Background: an optimization exercise with open tools, aiming at small area, a short achievable clock period and few clock cycles per item. Do not read the settings as production practice. In this exercise RTL edits were held to simulation tests only and were not proved equivalent to the original. No activity file was given, so power comes from the tool's default toggle rates.

== v27 ==
## bias_relu
module bias_relu #(
  parameter int ROWS    = 4,
  parameter int COLS    = 4,
  parameter int RELU_EN = 1
) (
  input  logic                              clk,
  input  logic                              rst,
  input  logic                              enable,
  input  logic [ROWS-1:0][COLS-1:0][31:0]   matrix_in,
  input  logic [ROWS-1:0][31:0]             bias,
  output logic [ROWS-1:0][COLS-1:0][31:0]   result,
  output logic                              busy,
  output logic                              done
);
  logic done_q;
  always_ff @(posedge clk) begin
    if (rst) done_q <= 1'b0;
    else     done_q <= enable;
  end
  assign busy = 1'b0;
  assign done = done_q;
  for (genvar i = 0; i < ROWS * COLS; i++) begin : g_elem
    logic [31:0] e, b;
    logic [32:0] sum;
    assign e = matrix_in[(i / COLS)][(i % COLS)];
    assign b = bias[(i / COLS)];
    logic [31:0] p, g;
    assign p = e ^ b;
    assign g = e & b;
    logic G0_1; logic P0_1;
    logic G0_3; logic P0_3;
    logic G0_5; logic P0_5;
    logic G0_7; logic P0_7;
    logic G0_9; logic P0_9;
    logic G0_11; logic P0_11;
    logic G0_13; logic P0_13;
    logic G0_15; logic P0_15;
    logic G0_17; logic P0_17;
    logic G0_19; logic P0_19;
    logic G0_21; logic P0_21;
    logic G0_23; logic P0_23;
    logic G0_25; logic P0_25;
    logic G0_27; logic P0_27;
    logic G0_29; logic P0_29;
    logic G0_31; logic P0_31;
    logic G1_3; logic P1_3;
    logic G1_5; logic P1_5;
    logic G1_7; logic P1_7;
    logic G1_9; logic P1_9;
    logic G1_11; logic P1_11;
    logic G1_13; logic P1_13;
    logic G1_15; logic P1_15;
    logic G1_17; logic P1_17;
    logic G1_19; logic P1_19;
    logic G1_21; logic P1_21;
  ...
Size in the first run: ~4,800 cells after synthesis, roughly 500 flip-flops, ~39,000 um^2 of cells after synthesis.
export LEC_CHECK = 0
export CAP_MARGIN = 20
export CORE_MARGIN = 2
export CORE_UTILIZATION = 60
export SETUP_SLACK_MARGIN = 3.0
export SLEW_MARGIN = 20
create_clock -name core_clock -period 6.5 [get_ports {clk}]
standard.sh (not shown) runs the stock make flow with config.mk's settings and CLKGATE_MAP_FILE= SYNTH_SCRIPT=/design/flow/synth_recipe.tcl, a recipe that flattens the netlist after the stock synthesis.
==> flow/flow/run.sh <==
#!/bin/bash
# Own layout flow: the standard layout (standard.sh), with
#  - synthesis through flow/synth.tcl: the standard flow's synthesis script with ABC on
#    flow/abc.script (structural mapping, no restructuring) and without the
#    full/half-adder extraction, so the RTL's adder structure is kept;
#  - the port buffers made of sky130_fd_sc_hd__buf_1 instead of the cell
#    buffer_ports picks by default.
# make's output goes to standard_make.log; ORFS keeps each step's log in
# orfs/logs/.
set -euo pipefail
export OWN_WORK=$PWD
export OWN_ABC_SCRIPT=$PWD/flow/abc.script
export BUFFER_PORTS_ARGS="-buffer_cell sky130_fd_sc_hd__buf_1"
export PLACE_PINS_ARGS="-min_distance 1 -min_distance_in_tracks"
bash standard.sh SYNTH_SCRIPT=$PWD/flow/synth.tcl ADDER_MAP_FILE= finish > standard_make.log 2>&1
==> flow/flow/abc.script <==
&get -n
&st
&dch
&nf
&put
buffer -c
topo
stime -c
upsize -c
dnsize -c
==> flow/flow/synth.tcl <==
proc abc {args} {
  set i [lsearch -exact $args -script]
  if {$i >= 0} { lset args [expr {$i + 1}] $::env(OWN_ABC_SCRIPT) }
  yosys abc {*}$args
}
source $::env(OWN_WORK)/synth_recipe.tcl
Testbench counts of v27, summed over its fixed seeds: cycles 3,192, items 1,600.
--- input diff v27..v16 ---
- CORE_UTILIZATION now 35, was 60
diff --git a/flow/flow/run.sh b/flow/flow/run.sh
--- a/flow/flow/run.sh
+++ b/flow/flow/run.sh
@@ -14 +14 @@
-export PLACE_PINS_ARGS="-min_distance 1 -min_distance_in_tracks"
+export CTS_ARGS="-sink_clustering_enable -repair_clock_nets -buf_list sky130_fd_sc_hd__clkbuf_8 -dont_use_dummy_load"
[summary]
As far as complex-gate fraction of the synthesized area goes, v16 and v27 are indistinguishable; the numbers are identical. Compared to v27, v16 reaches a higher achievable clock. Cell count (v16 vs. v27) increases by a little under 10%. The layout cell share with drive strength beyond 1 of v16 falls short of that of v27 by 0.84 points.
Modified inputs, v39 compared to v16
- a deleted CORE_UTILIZATION that had been 35
- an added DIE_AREA of 0 0 430 430
- an added CORE_AREA of 4 4 426 426
- a deleted CORE_MARGIN that had been 2
- a change of SETUP_SLACK_MARGIN from 3.0 to 3.4
==> flow/flow/run.sh <==
#!/bin/bash
# Own layout flow: the standard layout (standard.sh) with these changes:
#  - synthesis through flow/synth.tcl: the standard flow's synthesis script with ABC run
#    on flow/abc.script (structural mapping, no restructuring) and without
#    the full/half-adder extraction, so the RTL's prefix adder is kept;
#    registers are mapped before ABC, as in the standard synthesis;
#  - port buffers of sky130_fd_sc_hd__buf_1 instead of the cell buffer_ports
#    picks by default (repair may still upsize them);
#  - clock tree from sky130_fd_sc_hd__clkbuf_8 without dummy loads;
#  - pins placed by flow/pins.tcl: one matrix row per die edge, each
#    element's pins together, next to its adder.
# make's output goes to standard_make.log; ORFS keeps each step's log in
# orfs/logs/.
set -euo pipefail
export OWN_WORK=$PWD
export OWN_ABC_SCRIPT=$PWD/flow/abc.script
export BUFFER_PORTS_ARGS="-buffer_cell sky130_fd_sc_hd__buf_1"
export CTS_ARGS="-sink_clustering_enable -repair_clock_nets -buf_list sky130_fd_sc_hd__clkbuf_8 -dont_use_dummy_load"
export PRE_IO_PLACEMENT_TCL=$PWD/flow/pins.tcl
bash standard.sh SYNTH_SCRIPT=$PWD/flow/synth.tcl ADDER_MAP_FILE= finish > standard_make.log 2>&1
==> flow/flow/pins.tcl (new file) <==
# Pin order for io placement (run before place_pins as PRE_IO_PLACEMENT_TCL):
# one matrix row per die edge. Along an edge: elements 0 and 1 of the row,
# the row's bias, elements 2 and 3. Inside an element its input and output
# bits alternate from bit 0 up, so each element's adder sits next to its
# own pins. The control pins go in the middle of the bottom edge.
set edges {bottom right top left}
for {set r 0} {$r < 4} {incr r} {
  set names {}
  for {set c 0} {$c < 4} {incr c} {
    if {$c == 2} {
      for {set k 0} {$k < 32} {incr k} { lappend names "bias\[[expr {$r*32 + $k}]\]" }
      if {$r == 0} { lappend names clk rst enable busy done }
    }
    set base [expr {($r*4 + $c) * 32}]
    for {set k 0} {$k < 32} {incr k} {
      lappend names "matrix_in\[[expr {$base + $k}]\]" "result\[[expr {$base + $k}]\]"
    }
  }
  set_io_pin_constraint -pin_names $names -region [lindex $edges $r]:* -group -order
}
--- outcome ---
v39 reached the final stage; the timing, design-rule and antenna checks on its layout passed.
Relative to v16, placed wire-length estimate decreased by 27 mm in v39.
Of v16 and v39, the run reporting the lower number of cells on the worst reg-to-reg path was v16.
For v39, the cell at the slowest stage of the critical path was a311oi_4, unlike v16, where it was buf_1.
In the flow results for v16 and v39, the clock skew is larger on v16.
v39 against v16: total routing usage reported by global routing has decreased, ratio of final minimum period to clock period has decreased, fraction of area in registers has decreased.
Input changes introduced in v28 (baseline for comparison: v39):
- changing SETUP_SLACK_MARGIN from 3.4 to 3.6
==> flow/flow/run.sh <==
#!/bin/bash
# Own layout flow: the standard layout (standard.sh), with
#  - synthesis through flow/synth.tcl: the standard flow's synthesis script with ABC on
#    flow/abc.script (structural mapping, no restructuring) and without the
#    full/half-adder extraction, so the RTL's adder structure is kept;
#  - the port buffers made of sky130_fd_sc_hd__buf_1 instead of the cell
#    buffer_ports picks by default.
# make's output goes to standard_make.log; ORFS keeps each step's log in
# orfs/logs/.
set -euo pipefail
export OWN_WORK=$PWD
export OWN_ABC_SCRIPT=$PWD/flow/abc.script
export BUFFER_PORTS_ARGS="-buffer_cell sky130_fd_sc_hd__buf_1"
export CTS_ARGS="-sink_clustering_enable -repair_clock_nets -buf_list sky130_fd_sc_hd__clkbuf_8 -dont_use_dummy_load"
export PRE_IO_PLACEMENT_TCL=$PWD/flow/pins.tcl
bash standard.sh SYNTH_SCRIPT=$PWD/flow/synth.tcl ADDER_MAP_FILE= finish > standard_make.log 2>&1
[summary]
Looking at via count, v28 sits 2.3% above v39.
The portion of total power attributed to sequential cells of v28 falls short of that of v39 by 1.1 points.
Summary of v28 over v39: critical path depth went up 1; worst-margin pin slew grew by 0.023 ns.
Modified inputs, v19 compared to v28
- clearing CORE_AREA, which used to be 4 4 426 426
- putting CORE_MARGIN at 2 where nothing was set
- putting CORE_UTILIZATION at 35 where nothing was set
- clearing DIE_AREA, which used to be 0 0 430 430
- putting PLACE_DENSITY at 0.85 where nothing was set
- swapping 3.6 for 3.0 in SETUP_SLACK_MARGIN
diff --git a/flow/flow/run.sh b/flow/flow/run.sh
--- a/flow/flow/run.sh
+++ b/flow/flow/run.sh
@@ -14,2 +13,0 @@
-export CTS_ARGS="-sink_clustering_enable -repair_clock_nets -buf_list sky130_fd_sc_hd__clkbuf_8 -dont_use_dummy_load"
-export PRE_IO_PLACEMENT_TCL=$PWD/flow/pins.tcl
removed: flow/flow/pins.tcl
Notes after the runs:
- Of v28 and v19, the run reporting the lower y dimension of the die was v19.
- On v19: global-route usage is 16 points higher than what v28 gave.
- v19 vs v28: vias per cell up
- v28 leaves more setup margin than v19.
Inputs modified between v19 and v42:
- CORE_UTILIZATION: 35 -> unset
- CORE_AREA: unset -> 4 4 426 426
- PLACE_DENSITY: 0.85 -> unset
- CORE_MARGIN: 2 -> unset
- DIE_AREA: unset -> 0 0 430 430
- SETUP_SLACK_MARGIN: 3.0 -> 3.4
diff --git a/flow/flow/run.sh b/flow/flow/run.sh
--- a/flow/flow/run.sh
+++ b/flow/flow/run.sh
@@ -13,0 +14,2 @@
+export CTS_ARGS="-sink_clustering_enable -repair_clock_nets -buf_list sky130_fd_sc_hd__clkbuf_8 -dont_use_dummy_load"
+export PRE_IO_PLACEMENT_TCL=$PWD/flow/pins.tcl
==> flow/flow/pins.tcl (new file) <==
# Pin order for io placement (run before place_pins as PRE_IO_PLACEMENT_TCL):
# one matrix row per die edge. Along an edge: elements 0 and 1 of the row,
# the row's bias, elements 2 and 3. Inside an element its input and output
# bits alternate from bit 0 up, so each element's adder sits next to its
# own pins. The control pins go in the middle of the bottom edge.
set edges {bottom right top left}
for {set r 0} {$r < 4} {incr r} {
  set names {}
  for {set c 0} {$c < 4} {incr c} {
    if {$c == 2} {
      for {set k 0} {$k < 32} {incr k} { lappend names "bias\[[expr {$r*32 + $k}]\]" }
      if {$r == 0} { lappend names clk rst enable busy done }
    }
    set base [expr {($r*4 + $c) * 32}]
    for {set k 0} {$k < 32} {incr k} {
      lappend names "matrix_in\[[expr {$base + $k}]\]" "result\[[expr {$base + $k}]\]"
    }
  }
  set_io_pin_constraint -pin_names $names -region [lindex $edges $r]:* -group -order
}
--- outcome ---
- Comparing v19 against v42, there is no change at all in number of buffers between clock root and the deepest sink.
- Of the two values seen for worst-path cell with the longest stage delay, a311oi_4 was produced by v42 and a21oi_1 by v19.
- In the tables for v42 and v19, global-route usage reads higher with v19.
- Setup slack (v42 over v19): increase, 0.30 ns
- Compared with v19, in v42 combinational share of power rose 2.5 points; fill cell instance count of the final layout rose 7,884; antenna diode count fell 37; chip width rose 27%.
- Count of hold buffers inserted by post-cts repair came out exactly the same in v42 and v19.
- Met2 routing resource usage after global routing: v42 vs v19 down 24 points
- met3 routing resource usage after global routing in v42 is 7.3 points below v19.
- When v42 is measured against v19, its transition time at the pin with the least slew margin turns out 0.023 ns higher.

[static timing again, ports no longer ideal]
No port has a modelled driver above. Below, the same layouts with a new extraction and two added sets of constraints. Step 1 assumes that a clkbuf_16 drives the clock port and a buf_2 every other input. Step 2 moves the port delays by t, midway between the first and last clock arrival at a register: inputs arrive t later, outputs are due t later. That takes back most of the time a late clock gives input paths. Slacks: ideal / step 1 / step 2; pairs: ideal / step 1.
run	t (ns)	slack for setup (ns)	worst hold slack (ns)	worst setup path after step 2
v27	0.710	2.945 / 2.985 / 2.274	0.464 / 0.464 / 0.464	input to register
v16	0.775	3.024 / 3.042 / 2.267	0.465 / 0.465 / 0.465	input to register
v39	0.824	3.310 / 3.324 / 2.500	0.468 / 0.468 / 0.468	input to register
v28	0.821	3.394 / 3.401 / 2.580	0.468 / 0.468 / 0.468	input to register
v19	0.730	3.009 / 2.968 / 2.238	0.468 / 0.468 / 0.468	input to register
v42	0.824	3.310 / 3.324 / 2.500	0.468 / 0.468 / 0.468	input to register
After both steps every run listed still meets setup and hold. The setup slack of v28, which loses most, moves by +0.007 ns with the drivers and by -0.814 ns with both steps.
